What follows belongs to an exercise in optimizing a design on an open flow for small area; a production flow would make more cautious choices. Function was checked by simulation only, so behaviour that the tests miss may differ from the original. Power is estimated from default activity; no workload was simulated.

== run A ==
==> flow/design.v <==
module mem_req_buffer #(
    parameter int width_words_p = 4,
    parameter int depth_p       = 4
) (
    input  logic                        clk,
    input  logic                        nreset,
    input  logic                        up_valid_i,
    output logic                        up_ready_o,
    input  logic                        up_we_i,
    input  logic [31:0]                 up_addr_i,
    input  logic [32*width_words_p-1:0] up_wdata_i,
    output logic                        up_valid_o,
    output logic [32*width_words_p-1:0] up_data_o,
    output logic                        dn_valid_o,
    input  logic                        dn_ready_i,
    output logic                        dn_we_o,
    output logic [31:0]                 dn_addr_o,
    output logic [32*width_words_p-1:0] dn_wdata_o,
    input  logic                        dn_valid_i,
    input  logic [32*width_words_p-1:0] dn_data_i
);
    localparam int data_w_lp = 32 * width_words_p;
    localparam int off_w_lp  = $clog2(width_words_p * 4);
    localparam int n_lp      = 4;
    logic [n_lp-1:0]                 ent_we_q;
    logic [n_lp-1:0][31:0]           ent_addr_q;
    logic [n_lp-1:0][data_w_lp-1:0]  ent_data_q;
    logic [n_lp-1:0]                 vld_q;
    logic [n_lp-1:0]                 wr_oh_q;
    logic [n_lp-1:0]                 rd_oh_q;
    logic [n_lp-1:0]                 up_sel_q;
    logic                            rd_pending_q;
    logic                            busy_q;
    logic                            is_rd_q;
    logic                            up_valid_q;
    logic                 full_s, empty_s;
    logic                 accept_s, issue_s, rsp_s, push_s, hit_s;
    logic [n_lp-1:0]      match_s, sel_s;
    logic [data_w_lp-1:0] wdata_in_s;
    assign full_s  = &vld_q;
    assign empty_s = ~|vld_q;
    assign up_ready_o = ~full_s & ~rd_pending_q & ~nreset;
    assign accept_s   = up_valid_i & up_ready_o;
    assign dn_valid_o = ~empty_s & ~busy_q;
    assign issue_s    = dn_valid_o & dn_ready_i;
    assign rsp_s      = dn_valid_i & busy_q & is_rd_q;
    assign up_valid_o = up_valid_q;
    always_comb begin
        dn_we_o    = 1'b0;
        dn_addr_o  = '0;
        dn_wdata_o = '0;
        up_data_o  = '0;
        for (int k = 0; k < n_lp; k++) begin
            dn_we_o    = dn_we_o    | (rd_oh_q[k] & ent_we_q[k]);
            dn_addr_o  = dn_addr_o  | ({32{rd_oh_q[k]}} & ent_addr_q[k]);
            dn_wdata_o = dn_wdata_o | ({data_w_lp{rd_oh_q[k]}} & ent_data_q[k]);
            up_data_o  = up_data_o  | ({data_w_lp{up_sel_q[k]}} & ent_data_q[k]);
        end
    end
    always_comb begin
        for (int k = 0; k < n_lp; k++) begin
            logic [31:0] a;
            a          = ent_addr_q[k];
            match_s[k] = vld_q[k] & ent_we_q[k] & (a[31:off_w_lp] == up_addr_i[31:off_w_lp]);
        end
        for (int k = 0; k < n_lp; k++) begin
            logic open;
            open     = 1'b1;
            sel_s[k] = match_s[k];
            for (int d = 1; d < n_lp; d++) begin
                open     = open & ~wr_oh_q[(k + d) % n_lp];
                sel_s[k] = sel_s[k] & ~(open & match_s[(k + d) % n_lp]);
            end
        end
        hit_s = |match_s;
    end
    assign push_s     = accept_s & (up_we_i | ~hit_s);
    assign wdata_in_s = rd_pending_q ? dn_data_i : up_wdata_i;
    always_ff @(posedge clk) begin
        for (int k = 0; k < n_lp; k++) begin
            if (wr_oh_q[k] & accept_s) begin
                ent_we_q[k]   <= up_we_i;
                ent_addr_q[k] <= up_addr_i;
            end
            if (wr_oh_q[k] & (accept_s | rsp_s))
                ent_data_q[k] <= wdata_in_s;
        end
        up_sel_q <= rsp_s ? wr_oh_q : ({n_lp{~up_we_i}} & sel_s);
        if (issue_s)
            is_rd_q <= ~dn_we_o;
    end
    always_ff @(posedge clk) begin
        if (nreset) begin
            vld_q        <= '0;
            wr_oh_q      <= n_lp'(1);
            rd_oh_q      <= n_lp'(1);
            rd_pending_q <= 1'b0;
            busy_q       <= 1'b0;
            up_valid_q   <= 1'b0;
        end else begin
            if (push_s) begin
                vld_q   <= vld_q | wr_oh_q;
                wr_oh_q <= {wr_oh_q[n_lp-2:0], wr_oh_q[n_lp-1]};
            end
            if (issue_s) begin
                vld_q   <= (push_s ? (vld_q | wr_oh_q) : vld_q) & ~rd_oh_q;
                rd_oh_q <= {rd_oh_q[n_lp-2:0], rd_oh_q[n_lp-1]};
                busy_q  <= 1'b1;
            end else if (dn_valid_i) begin
                busy_q  <= 1'b0;
            end
            if (rsp_s)
                rd_pending_q <= 1'b0;
            else if (accept_s & ~up_we_i & ~hit_s)
                rd_pending_q <= 1'b1;
            up_valid_q <= rsp_s | (accept_s & (up_we_i | hit_s));
        end
    end
endmodule
export LEC_CHECK = 0
export CAP_MARGIN = 20
export CORE_MARGIN = 2
export CORE_UTILIZATION = 40
export SLEW_MARGIN = 20
create_clock -name core_clock -period 8.0 [get_ports {clk}]
run.sh (not shown) runs the stock make flow with config.mk's settings and CLKGATE_MAP_FILE= SYNTH_SCRIPT=/design/flow/synth_recipe.tcl, a recipe that flattens the netlist after the stock synthesis.
Changes in run B relative to run A:
- CORE_UTILIZATION now 65, was 40
==> flow/flow/run.sh (new file) <==
#!/bin/bash
# Standard ORFS layout, with plain buf_1 port buffers and a clock tree of
# clkbuf_8 buffers over larger sink clusters, without CTS dummy loads.
set -euo pipefail
export BUFFER_PORTS_ARGS="-buffer_cell sky130_fd_sc_hd__buf_1"
export CTS_ARGS="-sink_clustering_enable -repair_clock_nets -dont_use_dummy_load -buf_list sky130_fd_sc_hd__clkbuf_8 -sink_clustering_size 17 -sink_clustering_max_diameter 60"
bash standard.sh > standard_flow.log 2>&1
==> flow/standard.sh (new file) <==
#!/bin/bash
# synth_recipe.tcl (not shown) runs the flow's synth.tcl, then flattens the netlist and writes it again
# the make line also repeats each setting of config.mk as NAME=value (left out here)
make -C /OpenROAD-flow-scripts/flow DESIGN_CONFIG=/design/flow/config.mk WORK_HOME=/design/flow/orfs CLKGATE_MAP_FILE= SYNTH_SCRIPT=/design/flow/synth_recipe.tcl "${@:-finish}"
removed: flow/run.sh
Results
Having completed the whole flow, run B delivered a layout that passed the timing, design-rule and antenna checks. Register-to-register slack: run B worse than run A. Final critical path time including I/O delays and setup in run B vs run A: down 0.30 ns. Re post-route worst hold slack: run B is 0.018 ns up on run A. Reported for run A and run B, final sequential cell count turned out identical to the last digit. Compared with run A, the detailed router inserted more vias in run B. Cmp run A and run B / peak per-stage delay on the critical path / higher: run B. Comparing setup slack for run A and run B, the smaller number came from run A. Run B — worst max-slew margin expressed relative to the limit 0.32 points higher, run A as reference. Run B vs. run A: first-pass GRT wire length went down 11%, clock skew went up 0.033 ns, total power divided by cell area went down 9.8%.
Inputs modified between run B and run C:
- a change of CORE_UTILIZATION from 65 to 55
==> flow/flow/run.sh <==
#!/bin/bash
# Standard ORFS layout, with plain buf_1 port buffers and a clock tree of
# clkbuf_8 buffers over larger sink clusters, without CTS dummy loads.
set -euo pipefail
export BUFFER_PORTS_ARGS="-buffer_cell sky130_fd_sc_hd__buf_1"
export CTS_ARGS="-sink_clustering_enable -repair_clock_nets -dont_use_dummy_load -buf_list sky130_fd_sc_hd__clkbuf_8 -sink_clustering_size 14 -sink_clustering_max_diameter 60"
bash standard.sh > standard_flow.log 2>&1
==> comparison <==
Diff run B -> run C: cell area now larger; largest incremental delay on the critical path now sits higher; growth of design area from synthesis to finish rose by 0.66 points; non-clock buffer count held.
Modified inputs, run D compared to run C
- a change of CORE_UTILIZATION from 55 to 40
==> flow/flow/run.sh <==
#!/bin/bash
# Standard ORFS layout, with plain buf_1 port buffers and no CTS dummy loads.
set -euo pipefail
export BUFFER_PORTS_ARGS="-buffer_cell sky130_fd_sc_hd__buf_1"
export CTS_ARGS="-sink_clustering_enable -repair_clock_nets -dont_use_dummy_load"
bash standard.sh > standard_flow.log 2>&1
Findings:
- Looking at wire length on met2 across run D and run C, the one that comes out higher is run D.
- Taking run C as the reference, in run D via count of the first global-routing pass now sits higher; final RePlAce weighted congestion now sits at about the same level; vias after detailed routing now sits higher; worst endpoint data arrival time now sits lower.
- For run C, the highest routing layer actually used was met5, unlike run D, where it was met4.
- Est. power | run D vs run C | run D higher
- Delta (run D minus run C): global-route usage fell 6.9 points, area growth from synthesis to layout rose 4.8 points.

---

Another version of the RTL of mem_req_buffer (not shown whole).
For scale: ~1,800 cells after synthesis, roughly 590 I/O pins, ~28,000 um^2 of cells after synthesis.
export LEC_CHECK = 0
export CAP_MARGIN = 20
export CORE_MARGIN = 2
export CORE_UTILIZATION = 58
export SLEW_MARGIN = 20
create_clock -name core_clock -period 8.0 [get_ports {clk}]
standard.sh (not shown) runs the stock make flow with config.mk's settings and CLKGATE_MAP_FILE= SYNTH_SCRIPT=/design/flow/synth_recipe.tcl, a recipe that flattens the netlist after the stock synthesis.
==> flow/flow/run.sh <==
#!/bin/bash
# The standard synthesis with ABC on an area script, then the standard ORFS
# layout with buf_1 port buffers and a clkbuf_8 clock tree without dummy loads.
set -euo pipefail
W=$PWD
export MY_ABC_SCRIPT=$W/flow/area.abc
cat $W/flow/abc_override.tcl $W/synth_recipe.tcl > $W/my_synth.tcl
sed "s#SYNTH_SCRIPT=[^ ]*#SYNTH_SCRIPT=$W/my_synth.tcl#" $W/standard.sh > $W/my_standard.sh
grep -q "SYNTH_SCRIPT=$W/my_synth.tcl" $W/my_standard.sh
bash $W/my_standard.sh synth > $W/synth_flow.log 2>&1
export BUFFER_PORTS_ARGS="-buffer_cell sky130_fd_sc_hd__buf_1"
export CTS_ARGS="-sink_clustering_enable -repair_clock_nets -dont_use_dummy_load -buf_list sky130_fd_sc_hd__clkbuf_8 -sink_clustering_size 16 -sink_clustering_max_diameter 60"
bash $W/standard.sh > $W/standard_flow.log 2>&1
==> flow/flow/abc_override.tcl <==
# Run ABC on an area-oriented script (flow/area.abc) instead of the flow's
# speed script; everything else in the synthesis is the standard flow's own.
proc abc {args} {
  set i [lsearch -exact $args -script]
  if {$i >= 0} { lset args [expr {$i + 1}] $::env(MY_ABC_SCRIPT) }
  set i [lsearch -exact $args -D]
  if {$i >= 0} { set args [lreplace $args $i [expr {$i + 1}]] }
  puts "abc (area script): $args"
  yosys abc {*}$args
}
==> flow/flow/area.abc <==
&get -n
&st
&dch -f
&nf -a -R 1000
&put
The baseline passed the timing, design-rule and antenna checks.
Then changed:
- CORE_UTILIZATION: 58 -> 65
Outcome: The changed run passed the timing, design-rule and antenna checks; setup slack improved by 0.089 ns; count of clock-buffer cells in the layout drops by 1; critical path depth drops by 1; sequential share of layout area climbs by 0.26 points; synthesized cell count is unchanged; utilization climbs by 7.4 points; clock power is about the same.

-- afterwards: timing with drivers on the ports --
Ports are ideal in the flow. The routed layouts listed here were re-timed in OpenROAD.
Step 1, drivers: a clkbuf_16 drives clk and a buf_2 each remaining input, both assumed.
Step 2 adds t to the input delays and takes it off the output delays; t is the mean of the earliest and latest rising clock arrival at the registers after step 1. Input paths then give back, and output paths get back, about the clock's delay inside the block.
Three values: no drivers, after step 1, after step 2; two values: the first two.
run	shift t [ns]	setup slack, ns	worst setup path at the end	latest minus earliest clock arrival (ns)	slew at the worst register clock pin (ns)
run A	0.671	2.789 / 2.734 / 2.773	input to output	0.035 / 0.034	0.06 / 0.06
run B	0.703	3.089 / 3.032 / 3.427	input to register	0.068 / 0.068	0.11 / 0.11
run C	0.715	3.188 / 3.128 / 2.957	input to register	0.059 / 0.058	0.10 / 0.10
run D	0.640	3.310 / 3.252 / 3.239	input to register	0.072 / 0.072	0.06 / 0.06
the first run of note 2	0.723	2.890 / 2.833 / 3.138	input to register	0.071 / 0.070	0.11 / 0.11
the second run of note 2	0.693	2.979 / 2.925 / 3.203	input to register	0.064 / 0.064	0.11 / 0.11
After both steps every run listed still meets setup and hold. For run C, which loses most, drivers alone change the setup slack by -0.060 ns; drivers and shift together by -0.231 ns.
